Source: an optimization exercise on an open RTL-to-GDS flow (aim: small area). Production flows keep margins and buffers that such runs may drop. Only simulation tests tie the RTL to the original design; equivalence was not proved. Power is estimated from default activity; no workload was simulated.

**flow/config.mk**
```make
export PLATFORM = sky130hd
export DESIGN_NAME = timing_tracker_top
export DESIGN_NICKNAME = timing_tracker_top
export VERILOG_FILES = /design/flow/design.v
export SDC_FILE = /design/flow/constraint.sdc
export NUM_CORES = 4
export LEC_CHECK = 0
export CAP_MARGIN = 20
export CORE_AREA = 5 5 275 275
export DIE_AREA = 0 0 280 280
export SLEW_MARGIN = 20
```
**flow/flow/run.sh**
```bash
#!/bin/bash
# own layout flow: the standard synthesis, its combinational logic re-mapped for area by
# ABC (registers untouched), then the standard ORFS floorplan to finish, with the smallest
# buffer on each port and tie cells shared between nearby constant outputs
set -euo pipefail
W=$(pwd)
R=$W/orfs/results/$FLOW_PLATFORM/timing_tracker_top/base
YOSYS=$FLOW_HOME/../tools/install/yosys/bin/yosys
LIB=$FLOW_HOME/platforms/sky130hd/lib/sky130_fd_sc_hd__tt_025C_1v80.lib

# 1. standard synthesis, netlist only
bash standard.sh "$R/1_2_yosys.v" > synth_std.log 2>&1
cp "$R/1_2_yosys.v" "$W/1_2_yosys.std.v"

# 2. re-map the logic between the registers
SEQ=$(grep -o 'sky130_fd_sc_hd__[a-z0-9_]*' "$W/1_2_yosys.std.v" | sort -u | grep -E '__(e|s|se)?df|__dl|__conb' | sed 's/^/=/' | tr '\n' ' ')
DONTUSE="-dont_use sky130_fd_sc_hd__lpflow_* -dont_use sky130_fd_sc_hd__probe*"
PS=$(python3 -c "print(int(float('$FLOW_PERIOD_NS')*1000))")
sed -e "s|{LIB}|$LIB|g" -e "s|{IN}|$W/1_2_yosys.std.v|" -e "s|{TOP}|$FLOW_TOP|" -e "s|{SEQ}|$SEQ|" \
    -e "s|{ABC}|$W/flow/resyn.abc|" -e "s|{PS}|$PS|" -e "s|{DONTUSE}|$DONTUSE|" \
    -e "s|{STAT}|$W/resyn_stat.txt|" -e "s|{OUT}|$W/1_2_yosys.resyn.v|" flow/resyn.ys > resyn_run.ys
"$YOSYS" -s resyn_run.ys > resyn.log 2>&1
sleep 1
cp "$W/1_2_yosys.resyn.v" "$R/1_2_yosys.v"
touch "$R/1_2_yosys.v"

# 3. the standard flow from the netlist through placement, port buffers of the smallest buffer
BP='BUFFER_PORTS_ARGS=-buffer_cell sky130_fd_sc_hd__buf_1'
bash standard.sh "$BP" "$R/3_place.odb" > flow_place.log 2>&1

# 4. nearby constant outputs share one tie cell
sleep 1
TIE_IN_DB="$R/3_place.odb" TIE_OUT_DB="$R/3_place.odb" \
    openroad -no_init -exit flow/tie_merge.tcl > tie_merge.log 2>&1
touch "$R/3_place.odb"

# 5. the standard flow from clock tree synthesis to the end
bash standard.sh "$BP" finish > flow_finish.log 2>&1
```
**flow/flow/resyn.abc**
```
strash
&get -n
&deepsyn -T 180
&put
dch -f
amap
strash
dch -f
amap
topo
```
**flow/standard.sh**
```bash
#!/bin/bash
# synth_recipe.tcl (not shown) runs the flow's synth.tcl, then flattens the netlist and writes it again
# the make line also repeats each setting of config.mk as NAME=value (left out here)
make -C /OpenROAD-flow-scripts/flow DESIGN_CONFIG=/design/flow/config.mk WORK_HOME=/design/flow/orfs CLKGATE_MAP_FILE= SYNTH_SCRIPT=/design/flow/synth_recipe.tcl "${@:-finish}"
```
**flow/constraint.sdc**
```tcl
create_clock -name core_clock -period 5.0 [get_ports {i_clk}]
set_input_delay 1.0000 -clock core_clock [delete_from_list [all_inputs] [get_ports {i_clk}]]
set_output_delay 1.0000 -clock core_clock [all_outputs]
set_load 0.01 [all_outputs]
```
**flow/flow/resyn.ys**
```
# re-map the standard synthesis's combinational logic for area; registers are kept as they are
read_liberty -ignore_miss_func -wb {LIB}
read_verilog {IN}
hierarchy -top {TOP}
setattr -mod -set keep_hierarchy 1 {SEQ}
flatten -wb
opt_clean -purge
opt -purge
abc -liberty {LIB} -script {ABC} -D {PS} {DONTUSE}
opt_clean -purge
hilomap -singleton -hicell sky130_fd_sc_hd__conb_1 HI -locell sky130_fd_sc_hd__conb_1 LO
insbuf -buf sky130_fd_sc_hd__buf_4 A X
splitnets
opt_clean -purge
rename -hide w:*.*
tee -o {STAT} stat -liberty {LIB}
write_verilog -noattr -nohex -nodec {OUT}
```
**flow/flow/tie_merge.tcl**
```tcl
# share tie cells between nearby constant output ports: each conb_1 output net that drives only
# output ports is merged with its neighbours along the die edge, up to MAXN ports within SPAN um
set in_db $::env(TIE_IN_DB)
set out_db $::env(TIE_OUT_DB)
set MAXN 6
set SPAN 40.0
read_db $in_db
set block [ord::get_db_block]
set dbu [$block getDbUnitsPerMicron]
set die [$block getDieArea]
set W [$die xMax]
set H [$die yMax]
set cands {}
foreach inst [$block getInsts] {
  if {[[$inst getMaster] getName] ne "sky130_fd_sc_hd__conb_1"} { continue }
  foreach it [$inst getITerms] {
    set mt [$it getMTerm]
    set pn [$mt getName]
    if {$pn ne "HI" && $pn ne "LO"} { continue }
    set net [$it getNet]
    if {$net eq "NULL" || $net eq ""} { continue }
    set others 0
    foreach it2 [$net getITerms] { if {$it2 ne $it} { incr others } }
    set bts [$net getBTerms]
    if {$others != 0 || [llength $bts] != 1} { continue }
    set bt [lindex $bts 0]
    set bb [$bt getBBox]
    set x [expr {([$bb xMin] + [$bb xMax]) / 2}]
    set y [expr {([$bb yMin] + [$bb yMax]) / 2}]
    # position along the perimeter, counter-clockwise from the origin
    if {$y <= 0} { set p $x } elseif {$x >= $W} { set p [expr {$W + $y}] } elseif {$y >= $H} { set p [expr {$W + $H + ($W - $x)}] } else { set p [expr {2*$W + $H + ($H - $y)}] }
    lappend cands [list $p $pn $inst $net $bt]
  }
}
set cands [lsort -real -index 0 $cands]
set removed 0
foreach pn {LO HI} {
  set grp {}
  set list {}
  foreach c $cands { if {[lindex $c 1] eq $pn} { lappend list $c } }
  set i 0
  set n [llength $list]
  while {$i < $n} {
    set first [lindex $list $i]
    set p0 [lindex $first 0]
    set knet [lindex $first 3]
    set j [expr {$i + 1}]
    while {$j < $n && $j - $i < $MAXN && ([lindex [lindex $list $j] 0] - $p0) <= $SPAN * $dbu} {
      set c [lindex $list $j]
      set bt [lindex $c 4]
      set onet [lindex $c 3]
      set oinst [lindex $c 2]
      $bt connect $knet
      odb::dbInst_destroy $oinst
      odb::dbNet_destroy $onet
      incr removed
      incr j
    }
    set i $j
  }
}
puts "tie_merge: [llength $cands] tie-driven ports, removed $removed tie cells"
write_db $out_db
```
**flow/design.v**
```verilog
module timing_tracker_top (
    input  logic         i_clk,
    input  logic         i_rstn,
    input  logic [27:0]  i_slots,
    output logic [383:0] o_intra,
    output logic [383:0] o_inter,
    output logic [11:0]  o_faw_last
);
    logic [2:0]  op  [4];
    logic [3:0]  bnk [4];
    logic [3:0]  is_act, is_cas;
    logic [3:0]  first;
    logic [15:0] sel [4];
    logic [6:0]  lq [4];
    for (genvar s = 0; s < 4; s++) begin : g_slot
        assign op[s]     = i_slots[7*s+4 +: 3];
        assign bnk[s]    = i_slots[7*s +: 4];
        assign is_act[s] = (op[s] == 3'd1);
        assign is_cas[s] = (op[s] == 3'd3) || (op[s] == 3'd4);
        always_comb begin
            first[s] = (op[s] != 3'd0);
            for (int j = 0; j < s; j++) begin
                if (op[j] != 3'd0 && bnk[j] == bnk[s]) first[s] = 1'b0;
            end
        end
        assign sel[s] = first[s] ? (16'd1 << bnk[s]) : 16'd0;
        logic [1:0] sidx;
        assign sidx = s;
        always_comb begin
            case (op[s])
                3'd1:    lq[s] = {1'b0, 6'd43 + {4'd0, sidx}};
                3'd2:    lq[s] = {1'b0, 6'd11 + {4'd0, sidx}};
                3'd3:    lq[s] = {2'b10, 5'd17 + {3'd0, sidx}};
                3'd4:    lq[s] = {2'b11, 5'd15 + {3'd0, sidx}};
                default: lq[s] = 7'd0;
            endcase
            if (!i_rstn) lq[s] = 7'd0;
        end
    end
    function automatic logic [5:0] dec4(input logic [5:0] t);
        dec4 = (t[5:2] != 4'd0) ? {t[5:2] - 4'd1, t[1:0]} : 6'd0;
    endfunction
    function automatic logic [5:0] satsub(input logic [5:0] t, input logic [5:0] d);
        satsub = (t > d) ? t - d : 6'd0;
    endfunction
    for (genvar b = 0; b < 16; b++) begin : g_bank
        logic       hit;
        logic [6:0] hq;
        logic [6:0] q;
        logic [5:0] pre, act, rd, wr;
        always_comb begin
            hit = 1'b0;
            hq  = 7'd0;
            for (int s = 0; s < 4; s++) begin
                hit = hit | sel[s][b];
                hq  = hq | ({7{sel[s][b]}} & lq[s]);
            end
        end
        logic [6:0] qd;
        always_comb begin
            if (q[6] & q[5]) begin
                qd = (q[4:2] != 3'd0) ? {q[6:5], q[4:2] - 3'd1, q[1:0]} : {q[6:5], 5'd0};
            end else begin
                qd = {q[6], dec4(q[5:0])};
            end
        end
        always_ff @(posedge i_clk) begin
            q <= hq | ({7{~(hit | !i_rstn)}} & qd);
        end
        logic [5:0] a14, b12, c6, t32;
        assign a14 = satsub(q[5:0], 6'd14);
        assign b12 = satsub({1'b0, q[4:0]}, 6'd12);
        assign c6  = satsub({1'b0, q[4:0]}, 6'd6);
        assign t32 = q[5] ? {2'b00, q[3:0]} : 6'd0;
        assign act = q[6] ? 6'd0 : q[5:0];
        assign pre = (!q[6] || !q[5]) ? a14 : {1'b0, q[4:0]};
        assign rd  = !q[6] ? t32 : (!q[5] ? a14 : c6);
        assign wr  = !q[6] ? t32 : b12;
        assign o_intra[24*b +: 24] = {pre, act, 2'b00, rd[3:0], 2'b00, wr[3:0]};
    end
    logic       act_vld;
    logic [1:0] act_s;
    logic [3:0] act_bnk;
    logic [3:0] ia_bnk_q;
    logic [5:0] ia_q;
    always_comb begin
        act_vld = |is_act;
        act_s   = 2'd3;
        act_bnk = bnk[3];
        for (int s = 2; s >= 0; s--) begin
            if (is_act[s]) begin
                act_s   = 2'(s);
                act_bnk = bnk[s];
            end
        end
    end
    always_ff @(posedge i_clk) begin
        if (!i_rstn) begin
            ia_q <= 6'd0;
        end else if (act_vld) begin
            ia_q <= 6'd43 + 6'(act_s);
        end else begin
            ia_q <= dec4(ia_q);
        end
    end
    always_ff @(posedge i_clk) begin
        if (act_vld) ia_bnk_q <= act_bnk;
    end
    logic [5:0] ia_same, ia_l, ia_s;
    assign ia_same = ia_q;
    assign ia_l    = (ia_q > 6'd40) ? 6'(ia_q - 6'd40) : 6'd0;
    assign ia_s    = (ia_q > 6'd42) ? 6'(ia_q - 6'd42) : 6'd0;
    logic       cas_vld;
    logic [1:0] cas_s;
    logic [1:0] cas_grp;
    logic       cas_wr;
    logic [1:0] ic_grp_q;
    logic       ic_wr_q;
    logic [1:0] ic_s_q;
    logic [1:0] ic_age_q;
    always_comb begin
        cas_vld = |is_cas;
        cas_s   = 2'd3;
        cas_grp = bnk[3][3:2];
        cas_wr  = op[3][2];
        for (int s = 2; s >= 0; s--) begin
            if (is_cas[s]) begin
                cas_s   = 2'(s);
                cas_grp = bnk[s][3:2];
                cas_wr  = op[s][2];
            end
        end
    end
    always_ff @(posedge i_clk) begin
        if (!i_rstn) begin
            ic_age_q <= 2'd3;
        end else if (cas_vld) begin
            ic_age_q <= 2'd0;
        end else if (ic_age_q != 2'd3) begin
            ic_age_q <= ic_age_q + 2'd1;
        end
    end
    always_ff @(posedge i_clk) begin
        if (cas_vld) begin
            ic_grp_q <= cas_grp;
            ic_wr_q  <= cas_wr;
            ic_s_q   <= cas_s;
        end
    end
    function automatic logic [3:0] aged(input logic [3:0] rule, input logic [1:0] s,
                                        input logic [1:0] age);
        logic [4:0] up, dn;
        up = {1'b0, rule} + {3'd0, s};
        dn = 5'd3 + {1'd0, age, 2'b00};
        aged = (up > dn) ? 4'(up - dn) : 4'd0;
    endfunction
    logic [3:0] c_rd_l, c_wr_l, c_rd_s, c_wr_s;
    assign c_rd_l = aged(ic_wr_q ? 4'd12 : 4'd6, ic_s_q, ic_age_q);
    assign c_wr_l = aged(ic_wr_q ? 4'd6 : 4'd8, ic_s_q, ic_age_q);
    assign c_rd_s = aged(4'd4, ic_s_q, ic_age_q);
    assign c_wr_s = aged(ic_wr_q ? 4'd4 : 4'd8, ic_s_q, ic_age_q);
    for (genvar b = 0; b < 16; b++) begin : g_inter
        logic [5:0] act;
        logic [3:0] rd, wr;
        logic same_bank, same_grp, same_rank;
        assign same_bank = (ia_bnk_q == 4'(b));
        assign same_grp  = (ia_bnk_q[3:2] == 2'(b >> 2));
        assign same_rank = (ia_bnk_q[3] == 1'(b >> 3));
        assign act = same_bank ? ia_same : same_grp ? ia_l : same_rank ? ia_s : 6'd0;
        assign rd  = (ic_grp_q == 2'(b >> 2)) ? c_rd_l :
                     (ic_grp_q[1] == 1'(b >> 3)) ? c_rd_s : 4'd0;
        assign wr  = (ic_grp_q == 2'(b >> 2)) ? c_wr_l :
                     (ic_grp_q[1] == 1'(b >> 3)) ? c_wr_s : 4'd0;
        assign o_inter[24*b +: 24] = {6'd0, act, 2'b00, rd, 2'b00, wr};
    end
    for (genvar r = 0; r < 2; r++) begin : g_faw
        logic       hit;
        logic [1:0] hs;
        logic [4:0] h_q;
        logic [1:0] s_q [5];
        logic [3:0] last;
        always_comb begin
            hit = 1'b0;
            hs  = 2'd3;
            for (int s = 3; s >= 0; s--) begin
                if (is_act[s] && bnk[s][3] == 1'(r)) begin
                    hit = 1'b1;
                    hs  = 2'(s);
                end
            end
        end
        always_ff @(posedge i_clk) begin
            if (!i_rstn) begin
                h_q <= 5'd0;
            end else begin
                h_q <= {h_q[3:0], hit};
            end
        end
        always_ff @(posedge i_clk) begin
            s_q[0] <= hs;
            for (int i = 1; i < 5; i++) s_q[i] <= s_q[i-1];
        end
        always_comb begin
            if (&h_q[3:0])
                last = 4'd5 + 4'(s_q[3]);
            else if (h_q[4] && ((h_q[3:0] == 4'b0111) || (h_q[3:0] == 4'b1011) ||
                                (h_q[3:0] == 4'b1101) || (h_q[3:0] == 4'b1110)))
                last = 4'd1 + 4'(s_q[4]);
            else
                last = 4'd0;
        end
        assign o_faw_last[6*r +: 6] = {2'b00, last};
    end
endmodule
```
==> implementation parameters, run 1 <==
Parameter                              Value

Setup path
  Top fanout value on the critical path    11
  Worst-case reg-to-reg path depth    7
  Register-to-register setup slack    roughly 2.9 ns
  Setup Crit Path Kind    reg2out
  Critical path startpoint    ia_q[1]
  Reg-to-reg endpoint    g_bank[6].q[5]
  Reg-to-reg critical path startpoint    g_bank[6].q[5]
  Launching element type of the critical path    register
  Arrival @ worst endpoint    approximately 3.2 ns
  Data required time at the worst endpoint    about 4.0 ns
  Critical Path End Type    output pin

Clock network
  Inserted Clock Buffers    17
  Count of buffers added by post-CTS timing repair for setup    0
  Count of H-tree levels built during CTS    4
  Total of hold buffers inserted after clock tree synthesis    0
  Clock root buffer    clkbuf_16
  Maximum buffer depth of the clock tree    2
  TritonCTS clock tree    yes
  Clock-pin transition on the worst setup and hold timing paths    about 0.070 ns
  Number of sinks driven by the clock tree    between 150 and 200
  Worst-Skew Late Latency    between 0.4 and 0.5 ns
  Resized Gates After CTS    0

Global route
  Global-route met1 utilization    between 20 and 30%
  Gr busiest metal    met2
  Met2 usage in global routing    ~33%
  Grt total ovfl    0
  Total track usage    roughly a fifth
  Wire length of the first global-routing pass    118000 µm
  Largest net degree at the start of global routing    36
  Vias in the first global route    roughly 18000
  GR Layer Usage met3    approximately 4.8%
  Initial antenna violation count    17

STA
  Final Hold Slack    ~0.32 ns
  Final count of negative-setup-slack endpoints    0
  Highest Clock Rate    0.240 GHz
  Final critical-path share of the clock period    between 80% and 90%
  Maximum clock skew at final layout    ~0.015 ns
  Accumulated negative setup slack    0 ns
  Slew at the pin closest to its max-slew limit    1.13 ns
  Final count of hold timing violations    0
  Fin. max-slew vios    0
  Final critical-path required period    ~4.2 ns
  Unrepaired setup endpoints after global routing    false
  Remaining max-slew budget at the tightest pin    between 20% and 30%

Die
  Initial Utilization    between 20% and 30%
  Die boundary height    280 µm
  Die boundary width    ~280 µm
  DIE AREA    0.0784 mm²
  I/O pin total    810
  Area of the core    ~0.073 mm²
  Core Rows    99

Power and ir drop
  Total power density per cell area    266 mW/mm²
  Fraction of power consumed by the clock network    between 20% and 30%
  Total chip power    approximately 4.6 mW
  Logic gate share of total power    approximately 36%
  Internal Power    2.49 mW
  Static Leak    roughly 5.5 nW
  Sequential group share of total power    34.7%
  Worst IR drop on VDD    approximately 240 µV
  Net switching share of the total power    45.8%
  Reported net switching power    approximately 2.1 mW

Routing
  Detailed-route DRC error count    0
  Routed Antenna Nets    0
  Wire length per cell after detailed routing    approximately 22 µm
  First drt pass iteration count    8
  Total length of routed wires    around 83000 µm
  Vias per cell    4.96
  Total number of vias    between 15000 and 20000
  First DRT Iteration DRCs    between 1000 and 1500

Yosys
  Number of cells produced by synthesis    ~2500
  Mapped Area    ~0.015 mm²
  Average cell area after synthesis    about 6.1 µm²
  Ys Warns    7

Outcome
  Result of the run    finished clean

Finish
  Layout filler cell count    between 8000 and 9000
  Share of post-route cells with drive strength above 1    2.49%
  Post-Layout Inst Area    about 0.017 mm²
  Finished Core Util    a little under a quarter
  Net count reported at finish    2863
  Area Growth Syn to Fin    13.1%

Placement
  Hpwl dp    65200 µm
  Global placement routability congestion    approximately 0.97
  Total of buffers placed on input and output ports    581
  Placed cell areas    roughly 0.017 mm²

Hold path
  Class of the tightest hold or removal check    reg2reg
  Min-delay src    g_faw[1].s_q[1][0]
  Depth of the worst hold-timing path    0
  Terminating pin of the worst hold path    g_faw[1].s_q[2][0]

Flow run
  Max-cap violations    0
-- registers in the layout, indices dropped and copies added, names as in the netlist --
signal / count
g_bank.q: 112
g_faw.h_q: 10
ic_age_q: 2
ia_q: 6
ic_s_q: 2
ic_wr_q: 1
ia_bnk_q: 4
ic_grp_q: 2
g_faw.s_q: 20
-- cell usage in the layout, fill, tap and decap left out, drive strengths merged, types with 12 or more instances in the layout --
master and count:
nor2 729, o21a 22, dfxtp 150, o21bai 22, a211oi 36, o21ai 201
a22oi 12, buf 616, clkbuf 17, a21oi 100, nor3 63, conb 40
nand3 28, or3 36, or2 18, o32ai 27, clkinv 316, o22ai 122
or4 13, o221ai 41, nand2 133, a222oi 17
-- critical path, stage by stage, from the launching register on --
cell      delay (ns)
dfxtp_1         0.41
clkinv_1        0.37
a22oi_1         1.01
o21ai_0         0.50
o21ai_0         0.20
buf_1           0.20
-- how the worst max path moves through the flow --
stage,slack (ns),end,cells after the start
after floorplan,1.00,g_bank[11].q[1],15
after global placement,0.64,g_bank[8].q[5],14
after detailed placement,0.51,g_bank[0].q[0],11
after CTS,0.79,o_inter[157],5
after global routing,0.54,g_bank[0].q[0],11
final,0.83,o_inter[301],5
-- through the flow --
step | setup slack (ns) | instances
floorplan | 1.00 | 2712
global placement | 0.641 | 3961
detailed placement | 0.515 | 3961
CTS | 0.787 | 3805
global route | 0.544 | 3805
finish | 0.832 | 3812
-- layer usage --
| metal | up-vias | wire (µm) |
|---|---|---|
| met2 | 904 | 39100 |
| met4 | 8 | 1680 |
| met3 | 98 | 6540 |
| met1 | 8996 | 35300 |
| met5 | - | 60 |
| li1 | 8918 | - |
-- power by group through the flow --
stage | sequential (mW) | combinational (mW) | clock, mW
floorplan | 1.54 | 1.26 | 0
global placement | 1.62 | 1.61 | 0
detailed placement | 1.61 | 1.61 | 0
CTS | 1.59 | 1.61 | 1.40
global route | 1.61 | 1.81 | 1.44
finish | 1.59 | 1.65 | 1.35
-- area by class of cell --
| cell class | instances | area, µm² | share of cell area (%) |
|---|---|---|---|
| Inverter | 309 | 1160 | 6.71 |
| Sequential cell | 159 | 3270 | 18.9 |
| Timing Repair Buffer | 616 | 2440 | 14.1 |
| Clock inverter | 15 | 185 | 1.07 |
| Antenna cell | 7 | 17.5 | 0.101 |
| Tap cell | 959 | 1200 | 6.95 |
| Clock buffer | 17 | 425 | 2.46 |
| Multi-Input combinational cell | 1730 | 8570 | 49.6 |
==> run 2, diff against run 1 <==
--- a/flow/design.v
+++ b/flow/design.v
@@ -108,6 +108,7 @@
     end
-    logic [5:0] ia_same, ia_l, ia_s;
-    assign ia_same = ia_q;
-    assign ia_l    = (ia_q > 6'd40) ? 6'(ia_q - 6'd40) : 6'd0;
-    assign ia_s    = (ia_q > 6'd42) ? 6'(ia_q - 6'd42) : 6'd0;
+    logic       ia_g41, ia_g43;
+    logic [2:0] ia_s3;
+    assign ia_g41 = (ia_q > 6'd40);
+    assign ia_g43 = (ia_q > 6'd42);
+    assign ia_s3  = ia_q[2:0] - 3'd2;
     logic       cas_vld;
@@ -164,3 +165,3 @@
         logic [3:0] rd, wr;
-        logic same_bank, same_grp, same_rank;
+        logic same_bank, same_grp, same_rank, lo_a, lo_s;
         assign same_bank = (ia_bnk_q == 4'(b));
@@ -168,3 +169,6 @@
         assign same_rank = (ia_bnk_q[3] == 1'(b >> 3));
-        assign act = same_bank ? ia_same : same_grp ? ia_l : same_rank ? ia_s : 6'd0;
+        assign lo_a = same_bank | (same_grp & ia_g41);
+        assign lo_s = same_rank & !same_grp & ia_g43;
+        assign act = {same_bank ? ia_q[5:3] : 3'd0,
+                      lo_a ? ia_q[2:0] : (lo_s ? ia_s3 : 3'd0)};
         assign rd  = (ic_grp_q == 2'(b >> 2)) ? c_rd_l :
--- a/flow/config.mk
+++ b/flow/config.mk
@@ -10,2 +10,3 @@
 export DIE_AREA = 0 0 280 280
+export PLACE_DENSITY = 0.3
 export SLEW_MARGIN = 20
==> run 2 against run 1 <==
Compared with the run above:
- core utilization shrank 0.41 points
- area after synthesis fell by 1.7%
- clock skew is 0.0017 ns lower
- largest power group unchanged
- sequential share of layout area increased by 0.34 points
- die area unchanged
- register-to-register slack improved by 0.14 ns
- critical endpoint is now g_bank[0].q[0]
- first-iteration DRC count fell by 8.5%
- hold slack lost 0.0023 ns
- setup slack improved by 0.21 ns
==> implementation parameters, run 2 <==
Parameter                              Value

Outcome
  Result of the run    finished clean (unchanged)

Routing
  Routed Antenna Nets    0 (unchanged)
  Vias per cell    4.97 (was 4.96)
  First drt pass iteration count    6 (was 8)
  Wire length per cell after detailed routing    23.4 µm (was 21.7 µm)
  First DRT Iteration DRCs    1312 (was 1434)
  Total number of vias    18600 (was 18900)
  Total length of routed wires    87400 µm (was 82700 µm)
  Detailed-route DRC error count    0 (unchanged)

Finish
  Post-Layout Inst Area    0.0170 mm² (was 0.0173 mm²)
  Share of post-route cells with drive strength above 1    2.42% (was 2.49%)
  Non-filler cells, final    3732 (was 3812)
  Net count reported at finish    2782 (was 2863)
  Most common cell after layout, fill and taps aside    nor2_1 (unchanged)
  Layout filler cell count    8535 (was 8461)
  Footprint of the multi-input gates    0.00844 mm² (was 0.00857 mm²)
  Finished Core Util    23.4% (was 23.8%)
  Sequential standard cell area    0.00327 mm² (unchanged)
  Flip-flop count of the largest register after layout    112 (unchanged)
  Area Growth Syn to Fin    13.0% (was 13.1%)
  Biggest register    g_bank.q (unchanged)
  Commonest cells after routing, fill and taps aside    733 x nor2_1, 580 x buf_1, 273 x clkinv_1 (was 729 x nor2_1, 581 x buf_1, 309 x clkinv_1)
  Leading registers by flop count    g_bank.q: 112 flops, g_faw.s_q: 20 flops, g_faw.h_q: 10 flops (unchanged)

STA
  Final count of hold timing violations    0 (unchanged)
  Final critical-path share of the clock period    79.2% (was 83.4%)
  Highest Clock Rate    0.252 GHz (was 0.240 GHz)
  Unrepaired setup endpoints after global routing    false (unchanged)
  Final critical-path required period    3.96 ns (was 4.17 ns)
  Final setup margin    1.04 ns (was 0.832 ns)
  Final count of negative-setup-slack endpoints    0 (unchanged)
  Fin. max-slew vios    0 (unchanged)
  Slew at the pin closest to its max-slew limit    1.15 ns (was 1.13 ns)
  Accumulated negative setup slack    0 ns (unchanged)
  Remaining max-slew budget at the tightest pin    23.3% (was 24.6%)
  Maximum clock skew at final layout    0.0135 ns (was 0.0152 ns)

Clock network
  Resized Gates After CTS    0 (unchanged)
  Count of H-tree levels built during CTS    4 (unchanged)
  Worst-Skew Late Latency    0.49 ns (was 0.48 ns)
  Clock root buffer    clkbuf_16 (unchanged)
  Count of buffers added by post-CTS timing repair for setup    0 (unchanged)
  TritonCTS clock tree    yes (unchanged)
  Clock-pin transition on the worst setup and hold timing paths    0.08 ns (was 0.07 ns)
  Total of hold buffers inserted after clock tree synthesis    0 (unchanged)
  Inserted Clock Buffers    17 (unchanged)
  Number of sinks driven by the clock tree    159 (unchanged)
  Maximum buffer depth of the clock tree    2 (unchanged)

Die
  Die boundary width    280 µm (unchanged)
  Area of the core    0.0726 mm² (unchanged)
  Initial Utilization    20.7% (was 21.0%)
  Die boundary height    280 µm (unchanged)
  I/O pin total    810 (unchanged)
  Core Rows    99 (unchanged)
  DIE AREA    0.0784 mm² (unchanged)

Power and ir drop
  Static Leak    5.29 nW (was 5.48 nW)
  Total power density per cell area    272 mW/mm² (was 266 mW/mm²)
  Worst IR drop on VDD    188 µV (was 244 µV)

Yosys
  Average cell area after synthesis    6.23 µm² (was 6.14 µm²)
  Number of cells produced by synthesis    2410 (was 2485)
  Ys Warns    7 (unchanged)
  Mapped Area    0.0150 mm² (was 0.0153 mm²)

Placement
  Hpwl dp    65500 µm (was 65200 µm)
  Global placement routability congestion    0.908 (was 0.966)
  Placed cell areas    0.0170 mm² (was 0.0173 mm²)
  Total of buffers placed on input and output ports    581 (unchanged)
  Worst setup slack after placement    0.638 ns (was 0.515 ns)
  Post-placement cell count    3880 (was 3961)

Setup path
  Worst-path cell chain    buf_1 > clkinv_1 > nand2_1 > o21ai_0 > clkinv_1 > o21ai_0 > o21ai_0 > or3_1 > or3_1 > o2111ai_1 > o21bai_1 > o22a_1 > o21ai_0 (was clkinv_1 > a22oi_1 > o21ai_0 > o21ai_0 > buf_1)
  Largest stage delay, worst path    0.59 ns (was 1.01 ns)
  Arrival @ worst endpoint    4.32 ns (was 3.17 ns)
  Family with the most delay on the worst path    compound AO/OA/AOI/OAI gates (unchanged)
  CP max stage cell    o21ai_0 (was a22oi_1)
  Library cell appearing most often on the critical path    o21ai_0 (unchanged)
  Top fanout value on the critical path    5 (was 11)
  Buffers plus inverters on the worst setup path    3 (was 2)
  Launching element type of the critical path    primary input (was register)
  Setup Crit Path Kind    in2reg (was reg2out)
  Data required time at the worst endpoint    5.36 ns (was 4.00 ns)
  Register-to-register setup slack    2.99 ns (was 2.85 ns)
  Critical Path End Type    register (was output pin)

Global route
  Total track usage    21.0% (was 19.7%)
  Initial antenna violation count    13 (was 17)
  Grt total ovfl    0 (unchanged)
  Largest net degree at the start of global routing    28 (was 36)
  Wire length of the first global-routing pass    124000 µm (was 118000 µm)
  Vias in the first global route    18000 (was 17700)

Flow run
  Max-cap violations    0 (unchanged)

Hold path
  Class of the tightest hold or removal check    reg2reg (unchanged)
[run 2: cell types whose count changed in the layout (fill, tap and decap cells not counted), sizes merged, moves of 14 or more]
cell | before | now
nand4 | 1 | 21
o22a | 2 | 16
clkinv | 316 | 275
nor3 | 63 | 28
o21ai | 201 | 225
o22ai | 122 | 107
a21oi | 100 | 63
nand2 | 133 | 111
a222oi | 17 | 0
[run 2: power breakdown]
group	internal [mW]	switching, mW
Combinational	0.389	1.24
Clock	0.759	0.639
Sequential	1.40	0.191
[run 2: cell type report]
| cell class | instances | share of cell area (%) |
|---|---|---|
| clock inverter | 15 | 1.11 |
| multi-input combinational | 1691 | 49.7 |
| inverter | 273 | 6.04 |
| sequential | 159 | 19.3 |
| timing repair buffer | 610 | 14.1 |
| clock buffer | 17 | 2.51 |
| tap | 959 | 7.07 |
| antenna | 8 | 0.118 |
[run 2: final timing paths]
path,start,to,cells past startpoint
setup reg to reg,g_bank[8].q[5],g_bank[8].q[5],7
hold / removal,g_faw[1].s_q[0][1],g_faw[1].s_q[1][1],0
hold reg to reg,g_faw[1].s_q[0][1],g_faw[1].s_q[1][1],0
setup / recovery,i_slots[5],g_bank[0].q[0],13
[run 2: layer usage]
metal | up-vias | part of all wire (%) | track usage, %
li1 | 8729 | - | -
met1 | 8959 | 44 | 27.2
met2 | 771 | 46 | 34.2
met5 | - | 0.29 | 1.65
met3 | 93 | 8.1 | 6.24
met4 | 12 | 2.2 | 5.32
[run 2: stage by stage]
| step | hold slack, ns | total power, mW |
|---|---|---|
| floorplan | 0.310 | 2.76 |
| global placement | 0.313 | 3.21 |
| detailed placement | 0.312 | 3.19 |
| CTS | 0.323 | 4.63 |
| global route | 0.329 | 4.90 |
| finish | 0.321 | 4.61 |
==> run 3, diff against run 2 <==
--- a/flow/config.mk
+++ b/flow/config.mk
@@ -10,3 +10,2 @@
 export DIE_AREA = 0 0 280 280
-export PLACE_DENSITY = 0.3
 export SLEW_MARGIN = 20
==> run 3 against run 2 <==
Compared with the run above:
- area after synthesis is the same
- core utilization is essentially flat
- clock power fell by 4%
- sequential power hardly changed
- first-iteration DRC count grew 9.1%
- register-to-register slack got worse by 0.10 ns
- fmax shrank 0.55%
- hold slack improved by 0.0042 ns
- die area stayed put
- count of clock-buffer cells in the layout grew 6
- routed wire length down 4.8%
- combinational power about the same
- critical path type is now reg2out
- largest power group unchanged
- highest routed layer unchanged
==> implementation parameters, run 3 <==
Parameter                              Value

Routing
  Vias per cell    5.05 (was 4.97)
  Wire length per cell after detailed routing    22.3 µm (was 23.4 µm)
  Met1 Wirelength    33800 µm (was 38200 µm)
  First drt pass iteration count    7 (was 6)
  Total length of routed wires    83200 µm (was 87400 µm)
  Top layer reached by signal wires    met5 (unchanged)
  Total number of vias    18800 (was 18600)
  Detailed-routed wire length on met3    6830 µm (was 7080 µm)
  Routed Antenna Nets    0 (unchanged)
  Metal2 WL    39600 µm (was 40000 µm)
  First DRT Iteration DRCs    1432 (was 1312)
  Detailed-route DRC error count    0 (unchanged)

Clock network
  Total of hold buffers inserted after clock tree synthesis    0 (unchanged)
  Clock root buffer    clkbuf_16 (unchanged)
  Number of sinks driven by the clock tree    159 (unchanged)
  TritonCTS clock tree    yes (unchanged)
  Count of H-tree levels built during CTS    4 (unchanged)
  Inserted Clock Buffers    17 (unchanged)
  Resized Gates After CTS    0 (unchanged)
  Worst-Skew Late Latency    0.48 ns (was 0.49 ns)
  Clock-pin transition on the worst setup and hold timing paths    0.07 ns (was 0.08 ns)
  Maximum buffer depth of the clock tree    2 (unchanged)
  Count of buffers added by post-CTS timing repair for setup    0 (unchanged)

STA
  Final count of hold timing violations    0 (unchanged)
  Unrepaired setup endpoints after global routing    false (unchanged)
  Fin. max-slew vios    0 (unchanged)
  Final Hold Slack    0.326 ns (was 0.321 ns)
  Accumulated negative setup slack    0 ns (unchanged)
  Remaining max-slew budget at the tightest pin    23.2% (was 23.3%)
  Final count of negative-setup-slack endpoints    0 (unchanged)
  Highest Clock Rate    0.251 GHz (was 0.252 GHz)
  Final critical-path share of the clock period    79.7% (was 79.2%)
  Maximum clock skew at final layout    0.0135 ns (about the same)
  Slew at the pin closest to its max-slew limit    1.15 ns (about the same)
  Final critical-path required period    3.98 ns (was 3.96 ns)
  Final setup margin    1.02 ns (was 1.04 ns)

Die
  Die boundary width    280 µm (unchanged)
  DIE AREA    0.0784 mm² (unchanged)
  Die boundary height    280 µm (unchanged)
  I/O pin total    810 (unchanged)
  Core Rows    99 (unchanged)
  Initial Utilization    20.7% (unchanged)
  Area of the core    0.0726 mm² (unchanged)

Finish
  Most common cell after layout, fill and taps aside    nor2_1 (unchanged)
  Post-Layout Inst Area    0.0169 mm² (was 0.0170 mm²)
  Leading registers by flop count    g_bank.q: 112 flops, g_faw.s_q: 20 flops, g_faw.h_q: 10 flops (unchanged)
  Net count reported at finish    2779 (was 2782)
  Commonest cells after routing, fill and taps aside    733 x nor2_1, 580 x buf_1, 273 x clkinv_1 (unchanged)
  Biggest register    g_bank.q (unchanged)
  Finished Core Util    23.3% (was 23.4%)
  Layout filler cell count    8460 (was 8535)
  Flip-flop count of the largest register after layout    112 (unchanged)
  Share of post-route cells with drive strength above 1    2.25% (was 2.42%)
  Area Growth Syn to Fin    12.8% (was 13.0%)

Flow run
  Max-cap violations    0 (unchanged)

Setup path
  Worst-path cell chain    clkinv_1 > nor3_1 > nor2_1 > o21ai_0 > o21ai_0 > o311ai_0 > o21ai_0 > buf_1 (was buf_1 > clkinv_1 > nand2_1 > o21ai_0 > clkinv_1 > o21ai_0 > o21ai_0 > or3_1 > or3_1 > o2111ai_1 > o21bai_1 > o22a_1 > o21ai_0)
  Top fanout value on the critical path    7 (was 5)
  Setup Crit Path Kind    reg2out (was in2reg)
  Launching element type of the critical path    register (was primary input)
  Library cell appearing most often on the critical path    o21ai_0 (unchanged)
  Family with the most delay on the worst path    compound AO/OA/AOI/OAI gates (unchanged)
  Buffers plus inverters on the worst setup path    2 (was 3)
  Data required time at the worst endpoint    4.00 ns (was 5.36 ns)
  Largest stage delay, worst path    0.52 ns (was 0.59 ns)
  Critical Path End Type    output pin (was register)
  CP max stage cell    o21ai_0 (unchanged)
  Arrival @ worst endpoint    2.98 ns (was 4.32 ns)

Global route
  Vias in the first global route    17600 (was 18000)
  Largest net degree at the start of global routing    29 (was 28)
  Initial antenna violation count    19 (was 13)
  Total track usage    19.8% (was 21.0%)
  Grt total ovfl    0 (unchanged)
  Wire length of the first global-routing pass    118000 µm (was 124000 µm)

Yosys
  Ys Warns    7 (unchanged)
  Average cell area after synthesis    6.23 µm² (unchanged)
  Mapped Area    0.0150 mm² (unchanged)
  Number of cells produced by synthesis    2410 (unchanged)

Placement
  Hpwl dp    65600 µm (was 65500 µm)
  Worst setup slack after placement    0.834 ns (was 0.638 ns)
  Total of buffers placed on input and output ports    581 (unchanged)
  Placed cell areas    0.0170 mm² (about the same)
  Global placement routability congestion    0.989 (was 0.908)

Power and ir drop
  Total power density per cell area    269 mW/mm² (was 272 mW/mm²)
  Static Leak    5.27 nW (was 5.29 nW)
  Worst IR drop on VDD    199 µV (was 188 µV)

Hold path
  Class of the tightest hold or removal check    reg2reg (unchanged)

Outcome
  Result of the run    finished clean (unchanged)
==> run 3: worst reg2reg max path, cell delays in order (launching register included) <==
cell and delay, ns:
dfxtp_1 0.49, clkinv_1 0.22, nor2_1 0.37, clkinv_1 0.28, nor2_1 0.23, nor2_1 0.07, a21oi_1 0.19, o221ai_1 0.13
==> run 3: worst paths after layout <==
path	from	to	slack, ns	cells past startpoint
max	g_bank[15].q[2]	o_intra[369]	1.02	8
min	g_faw[1].s_q[2][1]	g_faw[1].s_q[3][1]	0.33	0
max reg2reg	g_bank[13].q[5]	g_bank[13].q[5]	2.89	7
min reg2reg	g_faw[1].s_q[2][1]	g_faw[1].s_q[3][1]	0.33	0
==> run 3: routing by layer <==
metal	track usage [%]	vias up
li1	-	8708
met1	24.2	8897
met2	33.6	1031
met3	5.30	162
met4	7.13	6
met5	0	-
==> run 3: cell type report <==
class | instances | area [µm²] | share of cell area (%)
sequential | 159 | 3270 | 19.3
clock inverter | 8 | 92.6 | 0.546
timing repair buffer | 608 | 2380 | 14.1
tap | 959 | 1200 | 7.08
clock buffer | 23 | 510 | 3.01
multi-input combinational | 1690 | 8440 | 49.8
inverter | 273 | 1020 | 6.05
antenna | 7 | 17.5 | 0.103
==> run 3: per-stage QoR <==
stage                     std cells  power, mW
final                          3727       4.56
after global routing           3721       4.83
after CTS                      3720       4.57
after detailed placement       3878       3.19
after global placement         3878       3.20
after floorplan                2637       2.76
==> run 3: power breakdown <==
group          switching (mW)  internal, mW  total (mW)
clock                   0.577         0.776        1.35
sequential              0.190          1.40        1.59
combinational            1.23         0.387        1.62
==> run 4, diff against run 3 <==
--- a/flow/flow/run.sh
+++ b/flow/flow/run.sh
@@ -36,3 +36,5 @@
 
-# 5. the standard flow from clock tree synthesis to the end
-bash standard.sh "$BP" finish > flow_finish.log 2>&1
+# 5. the standard flow from clock tree synthesis to the end; the clock tree of small buffers
+# and without dummy loads
+CTS="CTS_ARGS=-sink_clustering_enable -repair_clock_nets -dont_use_dummy_load -buf_list {sky130_fd_sc_hd__clkbuf_4 sky130_fd_sc_hd__clkbuf_8}"
+bash standard.sh "$BP" "$CTS" finish > flow_finish.log 2>&1
--- a/flow/config.mk
+++ b/flow/config.mk
@@ -7,5 +7,5 @@
 export LEC_CHECK = 0
-export CAP_MARGIN = 20
+export CAP_MARGIN = 5
 export CORE_AREA = 5 5 275 275
 export DIE_AREA = 0 0 280 280
-export SLEW_MARGIN = 20
+export SLEW_MARGIN = 5
==> run 4 against run 3 <==
Compared with the run above:
- still clean
- non-clock buffer count unchanged
- critical path depth unchanged
- via count increased by 0.20%
- sequential power hardly changed
- cell count decreased by 0.40%
- setup slack got worse by 0.029 ns
- synthesized cell count did not move
- critical endpoint unchanged
- largest power group unchanged
- highest routed layer unchanged
==> implementation parameters, run 4 <==
Parameter                              Value

Clock network
  Total of hold buffers inserted after clock tree synthesis    0 (unchanged)
  Inserted Clock Buffers    17 (unchanged)
  Count of H-tree levels built during CTS    4 (unchanged)
  Number of sinks driven by the clock tree    159 (unchanged)
  TritonCTS clock tree    yes (unchanged)
  Resized Gates After CTS    0 (unchanged)
  Clock root buffer    clkbuf_8 (was clkbuf_16)
  Worst-Skew Late Latency    0.53 ns (was 0.48 ns)
  Maximum buffer depth of the clock tree    2 (unchanged)
  Count of buffers added by post-CTS timing repair for setup    0 (unchanged)
  Clock-pin transition on the worst setup and hold timing paths    0.09 ns (was 0.07 ns)

Routing
  Routed Antenna Nets    0 (unchanged)
  Detailed-route DRC error count    0 (unchanged)
  Met1 Wirelength    34200 µm (was 33800 µm)
  Wire length per cell after detailed routing    22.5 µm (was 22.3 µm)
  First drt pass iteration count    6 (was 7)
  Top layer reached by signal wires    met5 (unchanged)
  Vias per cell    5.08 (was 5.05)
  First DRT Iteration DRCs    1515 (was 1432)
  Metal2 WL    39300 µm (was 39600 µm)
  Detailed-routed wire length on met3    6550 µm (was 6830 µm)
  Total length of routed wires    83600 µm (was 83200 µm)
  Total number of vias    18800 (about the same)

Power and ir drop
  Net switching share of the total power    47.4% (was 43.8%)
  Sequential group share of total power    40.2% (was 34.9%)
  Logic gate share of total power    41.0% (was 35.5%)
  Fraction of power consumed by the clock network    18.9% (was 29.7%)
  Static Leak    5.10 nW (was 5.27 nW)
  Worst IR drop on VDD    132 µV (was 199 µV)
  Total power density per cell area    239 mW/mm² (was 269 mW/mm²)
  Internal Power    2.08 mW (was 2.56 mW)
  Reported net switching power    1.87 mW (was 2.00 mW)

STA
  Final critical-path required period    4.01 ns (was 3.98 ns)
  Unrepaired setup endpoints after global routing    false (unchanged)
  Final critical-path share of the clock period    80.2% (was 79.7%)
  Final count of hold timing violations    0 (unchanged)
  Remaining max-slew budget at the tightest pin    21.3% (was 23.2%)
  Slew at the pin closest to its max-slew limit    1.17 ns (was 1.15 ns)
  Fin. max-slew vios    0 (unchanged)
  Maximum clock skew at final layout    0.0351 ns (was 0.0135 ns)
  Final setup margin    0.988 ns (was 1.02 ns)
  Accumulated negative setup slack    0 ns (unchanged)
  Highest Clock Rate    0.249 GHz (was 0.251 GHz)
  Final count of negative-setup-slack endpoints    0 (unchanged)

Setup path
  Family with the most delay on the worst path    compound AO/OA/AOI/OAI gates (unchanged)
  Reg-to-reg critical path startpoint    g_bank[13].q[5] (unchanged)
  Critical path startpoint    g_bank[15].q[2] (unchanged)
  Worst-path cell chain    clkinv_1 > nor3_1 > nor2_1 > o21ai_0 > o21ai_0 > o311ai_0 > o21ai_0 > buf_1 (unchanged)
  Setup Crit Path Kind    reg2out (unchanged)
  Library cell appearing most often on the critical path    o21ai_0 (unchanged)
  Launching element type of the critical path    register (unchanged)
  Top fanout value on the critical path    7 (unchanged)
  Arrival @ worst endpoint    3.01 ns (was 2.98 ns)
  Critical Path End Type    output pin (unchanged)
  Largest stage delay, worst path    0.50 ns (was 0.52 ns)
  Data required time at the worst endpoint    4.00 ns (about the same)
  Buffers plus inverters on the worst setup path    2 (unchanged)
  CP max stage cell    o21ai_0 (unchanged)

Finish
  Share of post-route cells with drive strength above 1    1.78% (was 2.25%)
  Non-filler cells, final    3712 (was 3727)
  Area Growth Syn to Fin    10.3% (was 12.8%)
  Biggest register    g_bank.q (unchanged)
  Commonest cells after routing, fill and taps aside    733 x nor2_1, 580 x buf_1, 273 x clkinv_1 (unchanged)
  Finished Core Util    22.8% (was 23.3%)
  Leading registers by flop count    g_bank.q: 112 flops, g_faw.s_q: 20 flops, g_faw.h_q: 10 flops (unchanged)
  Flip-flop count of the largest register after layout    112 (unchanged)
  Most common cell after layout, fill and taps aside    nor2_1 (unchanged)
  Layout filler cell count    8486 (was 8460)
  Footprint of the multi-input gates    0.00844 mm² (about the same)
  Net count reported at finish    2779 (unchanged)
  Sequential standard cell area    0.00327 mm² (unchanged)

Placement
  Hpwl dp    65600 µm (unchanged)
  Total of buffers placed on input and output ports    581 (unchanged)
  Global placement routability congestion    0.989 (unchanged)
  Post-placement cell count    3878 (unchanged)
  Worst setup slack after placement    0.834 ns (unchanged)

Die
  Initial Utilization    20.7% (unchanged)
  I/O pin total    810 (unchanged)
  Area of the core    0.0726 mm² (unchanged)
  Die boundary height    280 µm (unchanged)
  Die boundary width    280 µm (unchanged)
  Core Rows    99 (unchanged)
  DIE AREA    0.0784 mm² (unchanged)

Hold path
  Min-delay src    g_faw[0].s_q[2][1] (was g_faw[1].s_q[2][1])
  Class of the tightest hold or removal check    reg2reg (unchanged)

Flow run
  Max-cap violations    0 (unchanged)

Yosys
  Average cell area after synthesis    6.23 µm² (unchanged)
  Mapped Area    0.0150 mm² (unchanged)
  Number of cells produced by synthesis    2410 (unchanged)
  Ys Warns    7 (unchanged)

Global route
  Largest net degree at the start of global routing    29 (unchanged)
  Initial antenna violation count    17 (was 19)
  Vias in the first global route    17500 (was 17600)
  Total track usage    19.8% (about the same)
  Wire length of the first global-routing pass    118000 µm (about the same)
  Grt total ovfl    0 (unchanged)

Outcome
  Result of the run    finished clean (unchanged)
-- run 4: cell count changes in the layout (fill, tap and decap cells not counted), sizes merged --
cell | previous run | this run
clkinvlp | 1 | 0
clkbuf | 24 | 18
bufinv | 1 | 0
diode | 7 | 6
clkinv | 276 | 273
inv | 3 | 0
-- run 4: final cells by class --
| class | instances | area share (%) |
|---|---|---|
| well taps | 959 | 7.24 |
| inverters | 273 | 6.18 |
| clock buffers | 17 | 1.41 |
| multi-input cells | 1690 | 50.9 |
| repair buffers | 608 | 14.4 |
| flip-flops and latches | 159 | 19.8 |
| diodes | 6 | 0.0906 |
-- run 4: power groups by stage --
| stage | registers [mW] | logic, mW | clock network, mW |
|---|---|---|---|
| 6_report | 1.59 | 1.62 | 0.747 |
| 2_1_floorplan | 1.54 | 1.22 | 0 |
| 3_5_place_dp | 1.61 | 1.58 | 0 |
| 4_1_cts | 1.59 | 1.59 | 0.793 |
| 3_3_place_gp | 1.62 | 1.58 | 0 |
| 5_1_grt | 1.61 | 1.77 | 0.830 |
-- run 4: layer usage --
metal / GRT usage, % / vias up
li1: - / 8703
met1: 24.1 / 8965
met2: 33.4 / 999
met3: 5.48 / 168
met4: 7.70 / 6
met5: 0 / -
-- run 4: worst paths after layout --
| kind | slack, ns | endpoint | cells past startpoint |
|---|---|---|---|
| worst min register to register | 0.32 | g_faw[0].s_q[3][1] | 0 |
| worst max register to register | 2.87 | g_bank[13].q[5] | 7 |
| worst min-delay path | 0.32 | g_faw[0].s_q[3][1] | 0 |
| worst max-delay path | 0.99 | o_intra[369] | 8 |
-- run 4: worst reg2reg max path: stages (launching register included) --
cell      delay [ns]
dfxtp_1         0.49
clkinv_1        0.22
nor2_1          0.37
clkinv_1        0.29
nor2_1          0.23
nor2_1          0.07
a21oi_1         0.19
o221ai_1        0.13
-- run 4: through the flow --
stage                     area (µm²)  hold slack [ns]  power, mW
after floorplan                15900            0.310       2.76
after global placement         17000            0.314       3.20
after detailed placement       17000            0.312       3.19
after CTS                      16600            0.327       3.96
after global routing           16600            0.333       4.21
final                          16600            0.323       3.96
==> run 5, diff against run 4 <==
--- a/flow/config.mk
+++ b/flow/config.mk
@@ -7,5 +7,5 @@
 export LEC_CHECK = 0
-export CAP_MARGIN = 5
+export CAP_MARGIN = 20
 export CORE_AREA = 5 5 275 275
 export DIE_AREA = 0 0 280 280
-export SLEW_MARGIN = 5
+export SLEW_MARGIN = 20
==> run 5 against run 4 <==
Compared with the run above:
- hold slack is essentially flat
- count of clock-buffer cells in the layout did not move
- register-to-register slack hardly changed
- largest power group unchanged
- largest cell class unchanged
- combinational power about the same
- still clean on timing, DRC and antenna
- die area unchanged
- total power hardly changed
- fmax is 0.11% lower
- clock skew up 0.00094 ns
- synthesized cell count stayed put
==> implementation parameters, run 5 <==
Parameter                              Value

Die
  Initial Utilization    20.7% (unchanged)
  I/O pin total    810 (unchanged)
  Core Rows    99 (unchanged)
  Die boundary width    280 µm (unchanged)
  Area of the core    0.0726 mm² (unchanged)
  DIE AREA    0.0784 mm² (unchanged)
  Die boundary height    280 µm (unchanged)

Yosys
  Average cell area after synthesis    6.23 µm² (unchanged)
  Number of cells produced by synthesis    2410 (unchanged)
  Ys Warns    7 (unchanged)
  Mapped Area    0.0150 mm² (unchanged)

Global route
  Initial antenna violation count    17 (unchanged)
  Vias in the first global route    17500 (unchanged)
  Total track usage    19.8% (unchanged)
  Wire length of the first global-routing pass    118000 µm (unchanged)
  Largest net degree at the start of global routing    29 (unchanged)
  Grt total ovfl    0 (unchanged)

Setup path
  Setup Crit Path Kind    reg2out (unchanged)
  Worst-case reg-to-reg path depth    7 (unchanged)
  CP max stage cell    o21ai_0 (unchanged)
  Launching element type of the critical path    register (unchanged)
  Critical Path End Type    output pin (unchanged)
  Reg-to-reg critical path startpoint    g_bank[13].q[5] (unchanged)
  Reg-to-reg endpoint    g_bank[13].q[5] (unchanged)
  Family with the most delay on the worst path    compound AO/OA/AOI/OAI gates (unchanged)
  Arrival @ worst endpoint    3.02 ns (was 3.01 ns)
  Buffers plus inverters on the worst setup path    2 (unchanged)
  Library cell appearing most often on the critical path    o21ai_0 (unchanged)
  Worst-path cell chain    clkinv_1 > nor3_1 > nor2_1 > o21ai_0 > o21ai_0 > o311ai_0 > o21ai_0 > buf_1 (unchanged)
  Top fanout value on the critical path    7 (unchanged)
  Register-to-register setup slack    2.88 ns (was 2.87 ns)
  Largest stage delay, worst path    0.50 ns (about the same)
  Data required time at the worst endpoint    4.00 ns (about the same)

Clock network
  Clock root buffer    clkbuf_8 (unchanged)
  Count of H-tree levels built during CTS    4 (unchanged)
  Maximum buffer depth of the clock tree    2 (unchanged)
  Number of sinks driven by the clock tree    159 (unchanged)
  Resized Gates After CTS    0 (unchanged)
  Count of buffers added by post-CTS timing repair for setup    0 (unchanged)
  TritonCTS clock tree    yes (unchanged)
  Inserted Clock Buffers    17 (unchanged)
  Total of hold buffers inserted after clock tree synthesis    0 (unchanged)
  Worst-Skew Late Latency    0.53 ns (about the same)
  Clock-pin transition on the worst setup and hold timing paths    0.09 ns (about the same)

Routing
  Detailed-routed wire length on met3    6790 µm (was 6550 µm)
  Metal2 WL    39200 µm (was 39300 µm)
  Total number of vias    18900 (was 18800)
  Routed Antenna Nets    0 (unchanged)
  Vias per cell    5.08 (about the same)
  First drt pass iteration count    6 (unchanged)
  Met1 Wirelength    34000 µm (was 34200 µm)
  Detailed-route DRC error count    0 (unchanged)
  Wire length per cell after detailed routing    22.5 µm (about the same)
  Top layer reached by signal wires    met5 (unchanged)
  First DRT Iteration DRCs    1469 (was 1515)
  Total length of routed wires    83500 µm (was 83600 µm)

STA
  Maximum clock skew at final layout    0.0360 ns (was 0.0351 ns)
  Highest Clock Rate    0.249 GHz (about the same)
  Final count of negative-setup-slack endpoints    0 (unchanged)
  Final critical-path required period    4.02 ns (was 4.01 ns)
  Unrepaired setup endpoints after global routing    false (unchanged)
  Final critical-path share of the clock period    80.3% (was 80.2%)
  Accumulated negative setup slack    0 ns (unchanged)
  Fin. max-slew vios    0 (unchanged)
  Slew at the pin closest to its max-slew limit    1.17 ns (about the same)
  Final count of hold timing violations    0 (unchanged)
  Remaining max-slew budget at the tightest pin    22.1% (was 21.3%)

Finish
  Area Growth Syn to Fin    10.4% (was 10.3%)
  Most common cell after layout, fill and taps aside    nor2_1 (unchanged)
  Non-filler cells, final    3712 (unchanged)
  Net count reported at finish    2779 (unchanged)
  Layout filler cell count    8487 (was 8486)
  Share of post-route cells with drive strength above 1    1.82% (was 1.78%)
  Leading registers by flop count    g_bank.q: 112 flops, g_faw.s_q: 20 flops, g_faw.h_q: 10 flops (unchanged)
  Finished Core Util    22.8% (about the same)
  Biggest register    g_bank.q (unchanged)
  Post-Layout Inst Area    0.0166 mm² (about the same)
  Flip-flop count of the largest register after layout    112 (unchanged)
  Commonest cells after routing, fill and taps aside    733 x nor2_1, 580 x buf_1, 273 x clkinv_1 (unchanged)

Power and ir drop
  Static Leak    5.10 nW (about the same)
  Total power density per cell area    239 mW/mm² (about the same)
  Total chip power    3.96 mW (about the same)
  Worst IR drop on VDD    132 µV (about the same)

Flow run
  Max-cap violations    0 (unchanged)

Placement
  Total of buffers placed on input and output ports    581 (unchanged)
  Hpwl dp    65600 µm (unchanged)
  Global placement routability congestion    0.989 (unchanged)
  Placed cell areas    0.0170 mm² (unchanged)
  Post-placement cell count    3878 (unchanged)

Hold path
  Terminating pin of the worst hold path    g_faw[0].s_q[3][1] (unchanged)
  Min-delay src    g_faw[0].s_q[2][1] (unchanged)
  Depth of the worst hold-timing path    0 (unchanged)
  Class of the tightest hold or removal check    reg2reg (unchanged)

Outcome
  Result of the run    finished clean (unchanged)
## run 5: per-layer routing
layer / vias to the layer above / GRT usage [%]
li1: 8702 / -
met2: 1032 / 33.4
met3: 177 / 5.48
met1: 8937 / 24.1
met5: - / 0
met4: 6 / 7.70
## run 5: worst max-delay path by stage
stage | start | slack [ns] | depth (start not counted) | to
after floorplan | i_slots[16] | 1.16 | 11 | g_bank[15].q[2]
after global placement | i_slots[4] | 0.84 | 13 | g_bank[13].q[0]
after detailed placement | i_slots[5] | 0.83 | 14 | g_bank[11].q[0]
after CTS | ic_s_q[0] | 0.87 | 9 | o_inter[8]
after global routing | g_bank[15].q[2] | 0.79 | 8 | o_intra[369]
final | g_bank[15].q[2] | 0.98 | 8 | o_intra[369]
## run 5: through the flow
stage | setup WS, ns | hold slack (ns)
after floorplan | 1.16 | 0.310
after global placement | 0.835 | 0.314
after detailed placement | 0.834 | 0.312
after CTS | 0.870 | 0.327
after global routing | 0.792 | 0.333
final | 0.983 | 0.323
## run 5: area by class of cell
cell class | count | area (µm²) | area share (%)
antenna | 6 | 15.0 | 0.0906
clock buffer | 17 | 234 | 1.41
inverter | 273 | 1020 | 6.18
multi-input combinational | 1690 | 8440 | 50.9
sequential | 159 | 3270 | 19.7
tap | 959 | 1200 | 7.24
timing repair buffer | 608 | 2380 | 14.4
## run 5: where the power goes
group / internal [mW] / switching [mW] / total, mW
registers: 1.40 / 0.191 / 1.59
clock network: 0.298 / 0.448 / 0.746
logic: 0.387 / 1.23 / 1.62
==> run 6, diff against run 5 <==
--- a/flow/flow/tie_merge.tcl
+++ b/flow/flow/tie_merge.tcl
@@ -4,4 +4,4 @@
 set out_db $::env(TIE_OUT_DB)
-set MAXN 6
-set SPAN 40.0
+set MAXN 12
+set SPAN 80.0
 read_db $in_db
==> run 6 against run 5 <==
Compared with the run above:
- global-route usage shrank 0.40 points
- total power shrank 0.35%
- sequential share of layout area grew 0.088 points
- cell count shrank 0.54%
- routed wire length shrank 2.3%
- sequential power is essentially flat
- combinational power is essentially flat
- hold slack gained 0.0014 ns
- die area is the same
- critical path type unchanged
==> implementation parameters, run 6 <==
Parameter                              Value

STA
  Remaining max-slew budget at the tightest pin    24.4% (was 22.1%)
  Final Hold Slack    0.325 ns (was 0.323 ns)
  Final critical-path required period    3.99 ns (was 4.02 ns)
  Unrepaired setup endpoints after global routing    false (unchanged)
  Fin. max-slew vios    0 (unchanged)
  Final count of hold timing violations    0 (unchanged)
  Final count of negative-setup-slack endpoints    0 (unchanged)
  Highest Clock Rate    0.251 GHz (was 0.249 GHz)
  Slew at the pin closest to its max-slew limit    1.13 ns (was 1.17 ns)
  Accumulated negative setup slack    0 ns (unchanged)
  Final critical-path share of the clock period    79.8% (was 80.3%)
  Maximum clock skew at final layout    0.0333 ns (was 0.0360 ns)

Setup path
  Top fanout value on the critical path    7 (unchanged)
  Setup Crit Path Kind    reg2out (unchanged)
  Launching element type of the critical path    register (unchanged)
  Data required time at the worst endpoint    4.00 ns (about the same)
  Critical Path End Type    output pin (unchanged)
  Worst-case reg-to-reg path depth    7 (unchanged)
  Arrival @ worst endpoint    2.99 ns (was 3.02 ns)
  Reg-to-reg critical path startpoint    g_bank[13].q[5] (unchanged)
  Reg-to-reg endpoint    g_bank[13].q[5] (unchanged)
  Register-to-register setup slack    2.88 ns (about the same)

Die
  Core Rows    99 (unchanged)
  DIE AREA    0.0784 mm² (unchanged)
  Die boundary height    280 µm (unchanged)
  Area of the core    0.0726 mm² (unchanged)
  I/O pin total    810 (unchanged)
  Initial Utilization    20.7% (unchanged)
  Die boundary width    280 µm (unchanged)

Clock network
  Count of buffers added by post-CTS timing repair for setup    0 (unchanged)
  Worst-Skew Late Latency    0.54 ns (was 0.53 ns)
  Resized Gates After CTS    0 (unchanged)
  TritonCTS clock tree    yes (unchanged)
  Total of hold buffers inserted after clock tree synthesis    0 (unchanged)
  Maximum buffer depth of the clock tree    2 (unchanged)
  Clock root buffer    clkbuf_8 (unchanged)
  Number of sinks driven by the clock tree    159 (unchanged)
  Inserted Clock Buffers    17 (unchanged)
  Clock-pin transition on the worst setup and hold timing paths    0.09 ns (about the same)
  Count of H-tree levels built during CTS    4 (unchanged)

Global route
  Largest net degree at the start of global routing    29 (unchanged)
  Initial antenna violation count    17 (unchanged)
  Wire length of the first global-routing pass    116000 µm (was 118000 µm)
  Vias in the first global route    17500 (about the same)
  Total track usage    19.4% (was 19.8%)
  Grt total ovfl    0 (unchanged)

Power and ir drop
  Fraction of power consumed by the clock network    18.9% (about the same)
  Net switching share of the total power    47.1% (was 47.3%)
  Total power density per cell area    239 mW/mm² (about the same)
  Worst IR drop on VDD    132 µV (about the same)
  Logic gate share of total power    40.8% (was 41.0%)
  Static Leak    5.04 nW (was 5.10 nW)
  Internal Power    2.08 mW (about the same)
  Reported net switching power    1.86 mW (was 1.87 mW)
  Sequential group share of total power    40.3% (was 40.2%)

Flow run
  Max-cap violations    0 (unchanged)

Routing
  First drt pass iteration count    6 (unchanged)
  First DRT Iteration DRCs    1295 (was 1469)
  Vias per cell    5.08 (about the same)
  Total length of routed wires    81600 µm (was 83500 µm)
  Wire length per cell after detailed routing    22.1 µm (was 22.5 µm)
  Detailed-route DRC error count    0 (unchanged)
  Routed Antenna Nets    0 (unchanged)
  Total number of vias    18800 (was 18900)

Yosys
  Average cell area after synthesis    6.23 µm² (unchanged)
  Ys Warns    7 (unchanged)
  Number of cells produced by synthesis    2410 (unchanged)
  Mapped Area    0.0150 mm² (unchanged)

Placement
  Hpwl dp    65600 µm (unchanged)
  Global placement routability congestion    0.989 (unchanged)
  Total of buffers placed on input and output ports    581 (unchanged)

Finish
  Biggest register    g_bank.q (unchanged)
  Most common cell after layout, fill and taps aside    nor2_1 (unchanged)
  Commonest cells after routing, fill and taps aside    733 x nor2_1, 580 x buf_1, 273 x clkinv_1 (unchanged)
  Sequential standard cell area    0.00327 mm² (unchanged)
  Layout filler cell count    8487 (unchanged)
  Net count reported at finish    2760 (was 2779)
  Footprint of the multi-input gates    0.00837 mm² (was 0.00844 mm²)
  Leading registers by flop count    g_bank.q: 112 flops, g_faw.s_q: 20 flops, g_faw.h_q: 10 flops (unchanged)
  Area Growth Syn to Fin    9.88% (was 10.4%)
  Share of post-route cells with drive strength above 1    1.83% (was 1.82%)
  Flip-flop count of the largest register after layout    112 (unchanged)

Hold path
  Terminating pin of the worst hold path    g_faw[0].s_q[3][1] (unchanged)
  Depth of the worst hold-timing path    0 (unchanged)
  Min-delay src    g_faw[0].s_q[2][1] (unchanged)
  Class of the tightest hold or removal check    reg2reg (unchanged)

Outcome
  Result of the run    finished clean (unchanged)
==> run 6: changes by cell type in the layout (fill, tap and decap cells not counted), sizes merged <==
| cell | previous run | this run |
|---|---|---|
| diode | 6 | 5 |
| conb | 39 | 20 |
==> run 6: layout make-up <==
| cell class | instances | area share (%) |
|---|---|---|
| Sequential cell | 159 | 19.8 |
| Timing Repair Buffer | 608 | 14.5 |
| Antenna cell | 5 | 0.0758 |
| Clock buffer | 17 | 1.42 |
| Inverter | 273 | 6.21 |
| Multi-Input combinational cell | 1671 | 50.7 |
| Tap cell | 959 | 7.27 |
==> run 6: worst max-delay path, stage by stage (launching register included) <==
cell and delay [ns]:
dfxtp_1 0.46, clkinv_1 0.23, nor3_1 0.43, nor2_1 0.12, o21ai_0 0.49, o21ai_0 0.17, o311ai_0 0.13, o21ai_0 0.20
buf_1 0.24
==> run 6: power groups by stage <==
| stage | sequential, mW | clock, mW | combinational [mW] |
|---|---|---|---|
| final | 1.59 | 0.745 | 1.61 |
| after global routing | 1.61 | 0.830 | 1.76 |
| after CTS | 1.59 | 0.793 | 1.59 |
| after detailed placement | 1.61 | 0 | 1.58 |
| after global placement | 1.62 | 0 | 1.58 |
| after floorplan | 1.54 | 0 | 1.22 |
==> run 6: worst max path at each step <==
| stage | start | slack [ns] | depth (start not counted) | to |
|---|---|---|---|---|
| after floorplan | i_slots[16] | 1.16 | 11 | g_bank[15].q[2] |
| after global placement | i_slots[4] | 0.84 | 13 | g_bank[13].q[0] |
| after detailed placement | i_slots[5] | 0.83 | 14 | g_bank[11].q[0] |
| after CTS | ic_s_q[0] | 0.87 | 9 | o_inter[8] |
| after global routing | g_bank[15].q[2] | 0.79 | 8 | o_intra[369] |
| final | g_bank[15].q[2] | 1.01 | 8 | o_intra[369] |
==> run 6: routing by layer <==
layer	share of wire (%)	vias to the layer above	track usage, %
li1	-	8689	-
met1	40	8850	23.4
met2	48	1044	33.2
met3	8.0	171	4.81
met4	4.2	6	7.81
met5	0.042	-	0
==> run 6: metrics by stage <==
step	setup slack [ns]	cell area (µm²)	util, %	cells	power (mW)
detailed placement	0.834	17000	23.5	3878	3.19
floorplan	1.16	15900	-	2637	2.76
CTS	0.870	16500	22.7	3687	3.96
global route	0.792	16500	22.7	3688	4.20
global placement	0.835	17000	23.5	3878	3.20
finish	1.01	16500	22.7	3692	3.94

## port drivers added, routing unchanged
No port has a modelled driver above. Below, the same layouts with a new extraction and two added sets of constraints.
Step 1 assumes that a clkbuf_16 drives the clock port and a buf_2 every other input.
Step 2 also shifts input and output timing later by t, the mid clock arrival at the registers, as if the neighbouring blocks saw the same clock.
Three values: no drivers, after step 1, after step 2; two values: the first two.
| run | t (ns) | slack for setup (ns) | hold WS [ns] | worst setup path at the end | cell pins on the clock port's net |
|---|---|---|---|---|---|
| run 1 | 0.526 | 0.832 / 0.776 / 0.340 | 0.324 / 0.324 / 0.324 | input to register | 1 |
| run 2 | 0.548 | 1.038 / 1.064 / 0.516 | 0.321 / 0.321 / 0.321 | input to register | 1 |
| run 3 | 0.535 | 1.016 / 0.955 / 0.675 | 0.326 / 0.326 / 0.326 | input to register | 1 |
| run 4 | 0.573 | 0.988 / 0.932 / 0.696 | 0.323 / 0.323 / 0.323 | input to register | 1 |
| run 5 | 0.573 | 0.983 / 0.929 / 0.675 | 0.323 / 0.323 / 0.323 | input to register | 1 |
| run 6 | 0.573 | 1.009 / 0.954 / 0.689 | 0.325 / 0.325 / 0.325 | input to register | 1 |
After both steps every run listed still meets setup and hold. For run 2, which loses most, drivers alone change the setup slack by +0.026 ns; drivers and shift together by -0.522 ns.
